From an optimization exercise on the open Yosys and OpenROAD flow, aimed at small area, a short achievable clock period and few clock cycles per item; shortcuts taken in it are not production practice.
RTL that was checked went through simulation tests only; none was proved equivalent to the original.
Power figures rest on the tool's default switching activity, not on a simulated workload.

==> job 7552: inputs <==
==> flow/design.v <==
`timescale 1ns/1ps
`default_nettype none
package cpu_pkg;
    localparam int data_width = 32;
    localparam int w_oper     = 3;
    localparam int w_func     = 5;
    localparam int md_cycles  = 32;    
    localparam logic [w_oper-1:0] oper_alus = 3'd0;
    localparam logic [w_oper-1:0] oper_aluu = 3'd1;
    localparam logic [w_oper-1:0] oper_mfhi = 3'd2;
    localparam logic [w_oper-1:0] oper_mflo = 3'd3;
    localparam logic [w_oper-1:0] oper_mthi = 3'd4;
    localparam logic [w_oper-1:0] oper_mtlo = 3'd5;
    localparam logic [w_oper-1:0] oper_mfc0 = 3'd6;
    localparam logic [w_func-1:0] func_none = 5'd0;
    localparam logic [w_func-1:0] func_and  = 5'd1;
    localparam logic [w_func-1:0] func_or   = 5'd2;
    localparam logic [w_func-1:0] func_xor  = 5'd3;
    localparam logic [w_func-1:0] func_nor  = 5'd4;
    localparam logic [w_func-1:0] func_lui  = 5'd5;
    localparam logic [w_func-1:0] func_sll  = 5'd6;
    localparam logic [w_func-1:0] func_srl  = 5'd7;
    localparam logic [w_func-1:0] func_sra  = 5'd8;
    localparam logic [w_func-1:0] func_add  = 5'd9;
    localparam logic [w_func-1:0] func_sub  = 5'd10;
    localparam logic [w_func-1:0] func_slt  = 5'd11;
    localparam logic [w_func-1:0] func_mul  = 5'd12;
    localparam logic [w_func-1:0] func_div  = 5'd13;
    localparam logic [4:0] cp0_badvaddr = 5'd8;
    localparam logic [4:0] cp0_count    = 5'd9;
    localparam logic [4:0] cp0_compare  = 5'd11;
    localparam logic [4:0] cp0_status   = 5'd12;
    localparam logic [4:0] cp0_cause    = 5'd13;
    localparam logic [4:0] cp0_epc      = 5'd14;
endpackage
module bk_adder #(
    parameter int W = 36
) (
    input  logic [W-1:0] x,
    input  logic [W-1:0] y,
    input  logic         cin,
    output logic [W-1:0] s
);
    logic [W:0] g;
    logic [W:0] p;
    logic [W:0] gg;
    logic [W:0] pp;
    always_comb begin
        g[0] = cin;
        p[0] = 1'b0;
        for (int i = 0; i < W; i++) begin
            g[i+1] = x[i] & y[i];
            p[i+1] = x[i] ^ y[i];
        end
        gg = g;
        pp = p;
        for (int d = 1; d <= W; d = d * 2) begin
            for (int i = W; i >= 1; i--) begin
                if (((i / d) % 2) == 1) begin
                    gg[i] = gg[i] | (pp[i] & gg[(i / d) * d - 1]);
                    pp[i] = pp[i] & pp[(i / d) * d - 1];
                end
            end
        end
        for (int i = 0; i < W; i++) begin
            s[i] = p[i+1] ^ gg[i];
        end
    end
endmodule
`default_nettype wire
`timescale 1ns/1ps
`default_nettype none
import cpu_pkg::*;
module sglalu (
    input  logic [w_oper-1:0]     oper,
    input  logic [w_func-1:0]     func,
    input  logic [data_width-1:0] cp0_rt_data,
    input  logic [data_width-1:0] source_a,
    input  logic [data_width-1:0] source_b,
    input  logic [data_width-1:0] hi,
    input  logic [data_width-1:0] lo,
    output logic [data_width-1:0] result,
    output logic                  ov
);
    logic                  is_signed;
    logic                  sub;
    logic [data_width:0]   sum;
    logic                  less;
    logic                  left;
    logic [data_width-1:0] sh_in;
    logic [data_width-1:0] sh_out;
    logic [data_width-1:0] shifted;
    logic                  fill;
    assign is_signed = (oper == oper_alus);
    assign sub       = func[1];
    logic [35:0] sum36;
    bk_adder #(.W(36)) u_add (
        .x   ({3'b0, is_signed & source_a[data_width-1], source_a}),
        .y   ({3'b0, {is_signed & source_b[data_width-1], source_b} ^ {(data_width+1){sub}}}),
        .cin (sub),
        .s   (sum36)
    );
    assign sum = sum36[data_width:0];
    assign less = sum[data_width];
    assign ov = is_signed && ((func == func_add) || (func == func_sub)) &&
                (source_a[data_width-1] == (source_b[data_width-1] ^ sub)) &&
                (sum[data_width-1] != source_a[data_width-1]);
    assign left = (func == func_sll);
    assign fill = (func == func_sra) & source_a[data_width-1];
    always_comb begin
        for (int i = 0; i < data_width; i++) begin
            sh_in[i] = left ? source_a[data_width-1-i] : source_a[i];
        end
    end
    assign sh_out = $signed({fill, sh_in}) >>> source_b[4:0];
    always_comb begin
        for (int i = 0; i < data_width; i++) begin
            shifted[i] = left ? sh_out[data_width-1-i] : sh_out[i];
        end
    end
    always_comb begin
        case (func)
            func_and: begin
                case (oper)
                    oper_mfhi: result = hi;
                    oper_mflo: result = lo;
                    oper_mfc0: result = cp0_rt_data;
                    default:   result = source_a & source_b;
                endcase
            end
            func_or:  result = source_a | source_b;
            func_xor: result = source_a ^ source_b;
            func_nor: result = ~(source_a | source_b);
            func_lui: result = {source_b[15:0], 16'h0000};
            func_sll, func_srl, func_sra: result = shifted;
            func_add, func_sub: result = sum[data_width-1:0];
            func_slt: result = {{(data_width-1){1'b0}}, less};
            default:  result = '0;
        endcase
    end
endmodule
`default_nettype wire
`timescale 1ns/1ps
`default_nettype none
import cpu_pkg::*;
module mulalu (
    input  logic                  clk,
    input  logic                  reset,
    input  logic [w_oper-1:0]     oper,
    input  logic [w_func-1:0]     func,
    input  logic [data_width-1:0] source_a,
    input  logic [data_width-1:0] source_b,
    output logic                  busy,
    output logic [data_width-1:0] hi,
    output logic [data_width-1:0] lo
);
    localparam logic [2:0] st_idle   = 3'd0;
    localparam logic [2:0] st_pre    = 3'd1;
    localparam logic [2:0] st_run    = 3'd2;
    localparam logic [2:0] st_posthi = 3'd3;
    localparam logic [2:0] st_postlo = 3'd4;
    logic [2:0]            state;
    logic [5:0]            pos;       
    logic                  is_div;
    logic                  sgn;
    logic                  neg_a;
    logic                  neg_b;
    logic                  op_sub;
    logic [data_width-1:0] b;
    logic                  start;
    logic                  is_md;
    logic                  s_sgn;
    logic                  negate;
    logic                  e;
    logic [33:0]           bx;
    logic [33:0]           x;
    logic [33:0]           y0;
    logic [33:0]           y1;
    logic [33:0]           cs_s;
    logic [33:0]           cs_c;
    logic                  c0;
    logic [33:0]           s;
    logic                  q;
    logic [32:0]           cmp;
    logic                  skip;
    logic [5:0]            pos_next;
    logic [data_width-1:0] step_hi;
    logic [data_width-1:0] step_lo;
    logic [data_width-1:0] skip_hi;
    logic [data_width-1:0] skip_lo;
    assign busy  = (state != st_idle);
    assign is_md = (func == func_mul) || (func == func_div);
    assign start = is_md && !busy;
    assign s_sgn = (oper != oper_aluu);
    assign negate = (state == st_pre) || (state == st_posthi) || (state == st_postlo);
    assign e      = sgn & hi[data_width-1];
    assign bx     = {{2{sgn & b[data_width-1]}}, b};
    always_comb begin
        if (state == st_pre || state == st_postlo) begin
            x = ~{2'h0, lo};
        end else if (state == st_posthi) begin
            x = ~{2'h0, hi};
        end else if (is_div) begin
            x = {1'b0, hi, lo[data_width-1]};
        end else begin
            x = {{2{e}}, hi};
        end
    end
    assign y0 = negate ? '0 : ((bx & {34{is_div | lo[0]}}) ^ {34{op_sub}});
    assign y1 = (negate | is_div) ? '0 : (({bx[32:0], 1'b0} & {34{lo[1]}}) ^ {34{op_sub}});
    assign c0 = negate | op_sub;
    assign cs_s = x ^ y0 ^ y1;
    assign cs_c = {(x[32:0] & y0[32:0]) | (x[32:0] & y1[32:0]) | (y0[32:0] & y1[32:0]),
                   op_sub & ~negate & ~is_div};
    bk_adder #(.W(34)) u_add (.x(cs_s), .y(cs_c), .cin(c0), .s(s));
    assign q = ~s[data_width];    
    always_comb begin
        if (is_div) begin
            step_hi = q ? s[data_width-1:0] : x[data_width-1:0];
            step_lo = {lo[data_width-2:0], q};
        end else begin
            step_hi = s[data_width+1:2];
            step_lo = {s[1:0], lo[data_width-1:2]};
        end
    end
    bk_adder #(.W(33)) u_cmp (.x({1'b0, hi[23:0], lo[data_width-1:24]}), .y(bx[32:0] ^ {33{op_sub}}), .cin(op_sub), .s(cmp));
    always_comb begin
        if (is_div) begin
            skip    = (hi[data_width-1:24] == '0) && cmp[data_width];
            skip_hi = {hi[23:0], lo[data_width-1:24]};
            skip_lo = {lo[23:0], 8'h00};
        end else begin
            skip    = (lo[7:0] == '0);
            skip_hi = {{8{e}}, hi[data_width-1:8]};
            skip_lo = {hi[7:0], lo[data_width-1:8]};
        end
        skip = skip && (pos[5:3] != 3'd0);
    end
    assign pos_next = pos - (skip ? 6'd8 : is_div ? 6'd1 : 6'd2);
    always_ff @(posedge clk) begin
        if (reset) begin
            state <= st_idle;
        end else begin
            case (state)
                st_idle:   if (start) state <= (s_sgn & source_a[data_width-1]) ? st_pre : st_run;
                st_pre:    state <= st_run;
                st_run:    if (pos_next == 6'd0) state <= (is_div & neg_a) ? st_posthi :
                                                         (is_div & (neg_a ^ neg_b)) ? st_postlo : st_idle;
                st_posthi: state <= (neg_a ^ neg_b) ? st_postlo : st_idle;
                default:   state <= st_idle;
            endcase
        end
    end
    always_ff @(posedge clk) begin
        if (start) begin
            is_div <= (func == func_div);
            sgn    <= s_sgn;
            neg_a  <= s_sgn & source_a[data_width-1];
            neg_b  <= s_sgn & source_b[data_width-1];
            op_sub <= (func == func_div) ? ~(s_sgn & source_b[data_width-1]) :
                                           (s_sgn & source_a[data_width-1]);
            b      <= source_b;
            pos    <= 6'd32;
        end else if (state == st_run) begin
            pos <= pos_next;
        end
    end
    always_ff @(posedge clk) begin
        if (reset) begin
            hi <= '0;
            lo <= '0;
        end else begin
            case (state)
                st_idle: begin
                    if (start) begin
                        hi <= '0;
                        lo <= source_a;
                    end else begin
                        if (oper == oper_mthi) hi <= source_a;
                        if (oper == oper_mtlo) lo <= source_a;
                    end
                end
                st_pre, st_postlo: lo <= s[data_width-1:0];
                st_posthi:         hi <= s[data_width-1:0];
                st_run: begin
                    hi <= skip ? skip_hi : step_hi;
                    lo <= skip ? skip_lo : step_lo;
                end
                default: ;
            endcase
        end
    end
endmodule
`default_nettype wire
`timescale 1ns/1ps
`default_nettype none
`default_nettype wire
`timescale 1ns/1ps
`default_nettype none
import cpu_pkg::*;
module cp0_regs (
    input  logic                  clk,
    input  logic                  reset,
    input  logic                  cp0_write,
    input  logic [4:0]            cp0_addr,
    input  logic [data_width-1:0] cp0_rd_data,
    output logic [data_width-1:0] cp0_rt_data,
    output logic                  timer_irq
);
    logic [data_width-1:0] count;
    logic [data_width-1:0] compare;
    logic [data_width-1:0] status;
    logic [data_width-1:0] epc;
    logic                  compare_ok;
    logic                  status_ok;
    logic                  epc_ok;
    logic                  irq;
    logic                  half_tick;
    logic                  match;
    logic [data_width-1:0] count_inc;
    bk_adder #(.W(data_width)) u_inc (.x(count), .y('0), .cin(1'b1), .s(count_inc));
    assign match     = compare_ok && (count == compare) && (compare != '0);
    assign timer_irq = irq;    
    always_ff @(posedge clk) begin
        if (reset) begin
            count     <= '0;
            compare_ok <= 1'b0;
            status_ok  <= 1'b0;
            epc_ok     <= 1'b0;
            irq       <= 1'b0;
            half_tick <= 1'b0;
        end else begin
            half_tick <= ~half_tick;
            if (cp0_write && cp0_addr == cp0_count) begin
                count <= cp0_rd_data;
            end else if (half_tick) begin
                count <= count_inc;    
            end
            if (cp0_write && cp0_addr == cp0_status) begin
                status_ok <= 1'b1;
            end
            if (cp0_write && cp0_addr == cp0_epc) begin
                epc_ok <= 1'b1;
            end
            if (cp0_write && cp0_addr == cp0_compare) begin
                compare_ok <= 1'b1;
                irq        <= 1'b0;    
            end else if (match) begin
                irq <= 1'b1;
            end
        end
    end
    always_ff @(posedge clk) begin
        if (cp0_write && cp0_addr == cp0_status) begin
            status <= cp0_rd_data;
        end
        if (cp0_write && cp0_addr == cp0_epc) begin
            epc <= cp0_rd_data;
        end
        if (cp0_write && cp0_addr == cp0_compare) begin
            compare <= cp0_rd_data;
        end
    end
    always_comb begin
        case (cp0_addr)
            cp0_count:    cp0_rt_data = count;
            cp0_compare:  cp0_rt_data = compare_ok ? compare : '0;
            cp0_status:   cp0_rt_data = status_ok ? status : '0;
            cp0_cause:    cp0_rt_data = {16'h0000, irq, 15'h0000};
            cp0_epc:      cp0_rt_data = epc_ok ? epc : '0;
            default:      cp0_rt_data = '0;    
        endcase
    end
endmodule
`default_nettype wire
`timescale 1ns/1ps
`default_nettype none
import cpu_pkg::*;
module exec_stage (
    input  logic                  clk,
    input  logic                  reset,
    input  logic [w_oper-1:0]     oper,
    input  logic [w_func-1:0]     func,
    input  logic [data_width-1:0] source_a,
    input  logic [data_width-1:0] source_b,
    input  logic [4:0]            cp0_addr,
    input  logic                  cp0_write,
    output logic [data_width-1:0] result,
    output logic                  ov,
    output logic                  busy,
    output logic                  timer_irq
);
    logic [data_width-1:0] cp0_rt_data;
    logic [data_width-1:0] hi;
    logic [data_width-1:0] lo;
    sglalu u_sglalu (
        .oper        (oper),
        .func        (func),
        .cp0_rt_data (cp0_rt_data),
        .source_a    (source_a),
        .source_b    (source_b),
        .hi          (hi),
        .lo          (lo),
        .result      (result),
        .ov          (ov)
    );
    mulalu u_mulalu (
        .clk      (clk),
        .reset    (reset),
        .oper     (oper),
        .func     (func),
        .source_a (source_a),
        .source_b (source_b),
        .busy     (busy),
        .hi       (hi),
        .lo       (lo)
    );
    cp0_regs u_cp0_regs (
        .clk         (clk),
        .reset       (reset),
        .cp0_write   (cp0_write),
        .cp0_addr    (cp0_addr),
        .cp0_rd_data (source_b),
        .cp0_rt_data (cp0_rt_data),
        .timer_irq   (timer_irq)
    );
endmodule
`default_nettype wire
==> flow/run.sh <==
#!/bin/bash
# synth_recipe.tcl (not shown) runs the flow's synth.tcl, then flattens the netlist and writes it again
# the make line also repeats each setting of config.mk as NAME=value (left out here)
make -C /OpenROAD-flow-scripts/flow DESIGN_CONFIG=/design/flow/config.mk WORK_HOME=/design/flow/orfs CLKGATE_MAP_FILE= SYNTH_SCRIPT=/design/flow/synth_recipe.tcl finish
==> flow/config.mk <==
export PLATFORM = sky130hd
export DESIGN_NAME = exec_stage
export DESIGN_NICKNAME = exec_stage
export VERILOG_FILES = /design/flow/design.v
export SDC_FILE = /design/flow/constraint.sdc
export NUM_CORES = 4
export LEC_CHECK = 0
export ABC_AREA = 1
export CAP_MARGIN = 20
export CORE_MARGIN = 2
export CORE_UTILIZATION = 40
export SETUP_SLACK_MARGIN = 1.0
export SLEW_MARGIN = 20
==> flow/constraint.sdc <==
create_clock -name core_clock -period 7.0 [get_ports {clk}]
set_input_delay 1.4000 -clock core_clock [delete_from_list [all_inputs] [get_ports {clk}]]
set_output_delay 1.4000 -clock core_clock [all_outputs]
set_load 0.01 [all_outputs]
==> job 6473: changes against job 7552 <==
--- a/flow/design.v
+++ b/flow/design.v
@@ -172,16 +172,16 @@
     logic                  s_sgn;
     logic                  negate;
     logic                  e;
-    logic [33:0]           bx;
-    logic [33:0]           x;
-    logic [33:0]           y0;
-    logic [33:0]           y1;
-    logic [33:0]           cs_s;
-    logic [33:0]           cs_c;
+    logic [35:0]           bx;
+    logic [35:0]           x;
+    logic [35:0]           y0;
+    logic [35:0]           y1;
+    logic [35:0]           cs_s;
+    logic [35:0]           cs_c;
     logic                  c0;
-    logic [33:0]           s;
+    logic [35:0]           s;
     logic                  q;
-    logic [32:0]           cmp;
+    logic [35:0]           cmp;
     logic                  skip;
     logic [5:0]            pos_next;
     logic [data_width-1:0] step_hi;
@@ -194,26 +194,26 @@
     assign s_sgn = (oper != oper_aluu);
     assign negate = (state == st_pre) || (state == st_posthi) || (state == st_postlo);
     assign e      = sgn & hi[data_width-1];
-    assign bx     = {{2{sgn & b[data_width-1]}}, b};
+    assign bx     = {{4{sgn & b[data_width-1]}}, b};
     always_comb begin
         if (state == st_pre || state == st_postlo) begin
-            x = ~{2'h0, lo};
+            x = ~{4'h0, lo};
         end else if (state == st_posthi) begin
-            x = ~{2'h0, hi};
+            x = ~{4'h0, hi};
         end else if (is_div) begin
-            x = {1'b0, hi, lo[data_width-1]};
+            x = {3'b000, hi, lo[data_width-1]};
         end else begin
-            x = {{2{e}}, hi};
+            x = {{4{e}}, hi};
         end
     end
-    assign y0 = negate ? '0 : ((bx & {34{is_div | lo[0]}}) ^ {34{op_sub}});
-    assign y1 = (negate | is_div) ? '0 : (({bx[32:0], 1'b0} & {34{lo[1]}}) ^ {34{op_sub}});
+    assign y0 = negate ? '0 : ((bx & {36{is_div | lo[0]}}) ^ {36{op_sub}});
+    assign y1 = (negate | is_div) ? '0 : (({bx[34:0], 1'b0} & {36{lo[1]}}) ^ {36{op_sub}});
     assign c0 = negate | op_sub;
     assign cs_s = x ^ y0 ^ y1;
-    assign cs_c = {(x[32:0] & y0[32:0]) | (x[32:0] & y1[32:0]) | (y0[32:0] & y1[32:0]),
+    assign cs_c = {(x[34:0] & y0[34:0]) | (x[34:0] & y1[34:0]) | (y0[34:0] & y1[34:0]),
                    op_sub & ~negate & ~is_div};
-    bk_adder #(.W(34)) u_add (.x(cs_s), .y(cs_c), .cin(c0), .s(s));
-    assign q = ~s[data_width];    
+    bk_adder #(.W(36)) u_add (.x(cs_s), .y(cs_c), .cin(c0), .s(s));
+    assign q = ~s[35];
     always_comb begin
         if (is_div) begin
             step_hi = q ? s[data_width-1:0] : x[data_width-1:0];
@@ -223,10 +223,10 @@
             step_lo = {s[1:0], lo[data_width-1:2]};
         end
     end
-    bk_adder #(.W(33)) u_cmp (.x({1'b0, hi[23:0], lo[data_width-1:24]}), .y(bx[32:0] ^ {33{op_sub}}), .cin(op_sub), .s(cmp));
+    bk_adder #(.W(36)) u_cmp (.x({4'h0, hi[23:0], lo[data_width-1:24]}), .y(bx ^ {36{op_sub}}), .cin(op_sub), .s(cmp));
     always_comb begin
         if (is_div) begin
-            skip    = (hi[data_width-1:24] == '0) && cmp[data_width];
+            skip    = (hi[data_width-1:24] == '0) && cmp[35];
             skip_hi = {hi[23:0], lo[data_width-1:24]};
             skip_lo = {lo[23:0], 8'h00};
         end else begin
- ABC_AREA: 1 -> default
- SETUP_SLACK_MARGIN: 1.0 -> default
==> notes.md <==
	job 7552	job 6473
Net count reported at finish	4249	3500
Worst setup slack after layout	0.894 ns	0.152 ns
Status	no timing/DRC/antenna violations	no timing/DRC/antenna violations
Total number of vias	29400	26800
Number of gates on the worst path with buffers counted	19	17
Worst stage delay on the critical path	0.53 ns	0.61 ns
Met3 Routed Length	13.2 mm	14.1 mm
Starting DRT DRC Count	3672	3691
Cell area after technology mapping	26000 µm²	24600 µm²
GRT met3 Usage	6.80%	8.53%
Footprint of the multi-input gates	17800 µm²	17200 µm²
Count of antenna diodes in the layout	5	1
Global placement routability congestion	1.02	1.00
Bufs w/o clock	323	397
Internal power contribution	3.68 mW	3.64 mW
Clk tree area frac	2.96%	3.71%
Top layer in use	met5	met4
Count of clock-net buffers in the final layout	31	32
Number of filler instances in the final layout	6612	5891
# Taps	855	782
Combinational power	3.91 mW	2.82 mW
Signal buf overhead	9.74%	11.6%
Post-synthesis simple-gate area fraction	28.0%	17.4%
Detailed Routing Iterations Pass 1	6	8
Testbench counts of job 6473, summed over its fixed seeds: cycles 21,169, instructions 12,000.
Only the layout flow was run in job 7552; the RTL was not checked for function there.

-- afterwards: timing with drivers on the ports --
The results above use ideal ports. As a check the final layouts listed here were re-extracted and re-timed, cells and wires unchanged.
Step 1 (the two cells are an assumption about what drives the block):
set clk [get_ports {clk}]
set_driving_cell -lib_cell sky130_fd_sc_hd__clkbuf_16 $clk
set_driving_cell -lib_cell sky130_fd_sc_hd__buf_2 [delete_from_list [all_inputs] $clk]
Step 2, shift: input delay + t, output delay - t, t = (earliest + latest rising clock arrival at the registers) / 2. This alone moves slack from input paths to output paths.
a / b / c = ideal ports / drivers / drivers and shift; a / b = the first two.
| run | t (ns) | setup slack, ns | hold WS [ns] | latest minus earliest clock arrival (ns) | worst slew at a driven data input, ns |
|---|---|---|---|---|---|
| job 7552 | 0.627 | 0.894 / 0.656 / 0.656 | 0.462 / 0.462 / 0.462 | 0.014 / 0.015 | 0.34 |
| job 6473 | 0.669 | 0.152 / 0.125 / 0.125 | 0.477 / 0.477 / 0.477 | 0.036 / 0.036 | 0.08 |
After both steps setup and hold are still met in every run listed. The setup slack of job 7552, which loses most, moves by -0.238 ns with the drivers and by -0.238 ns with both steps.
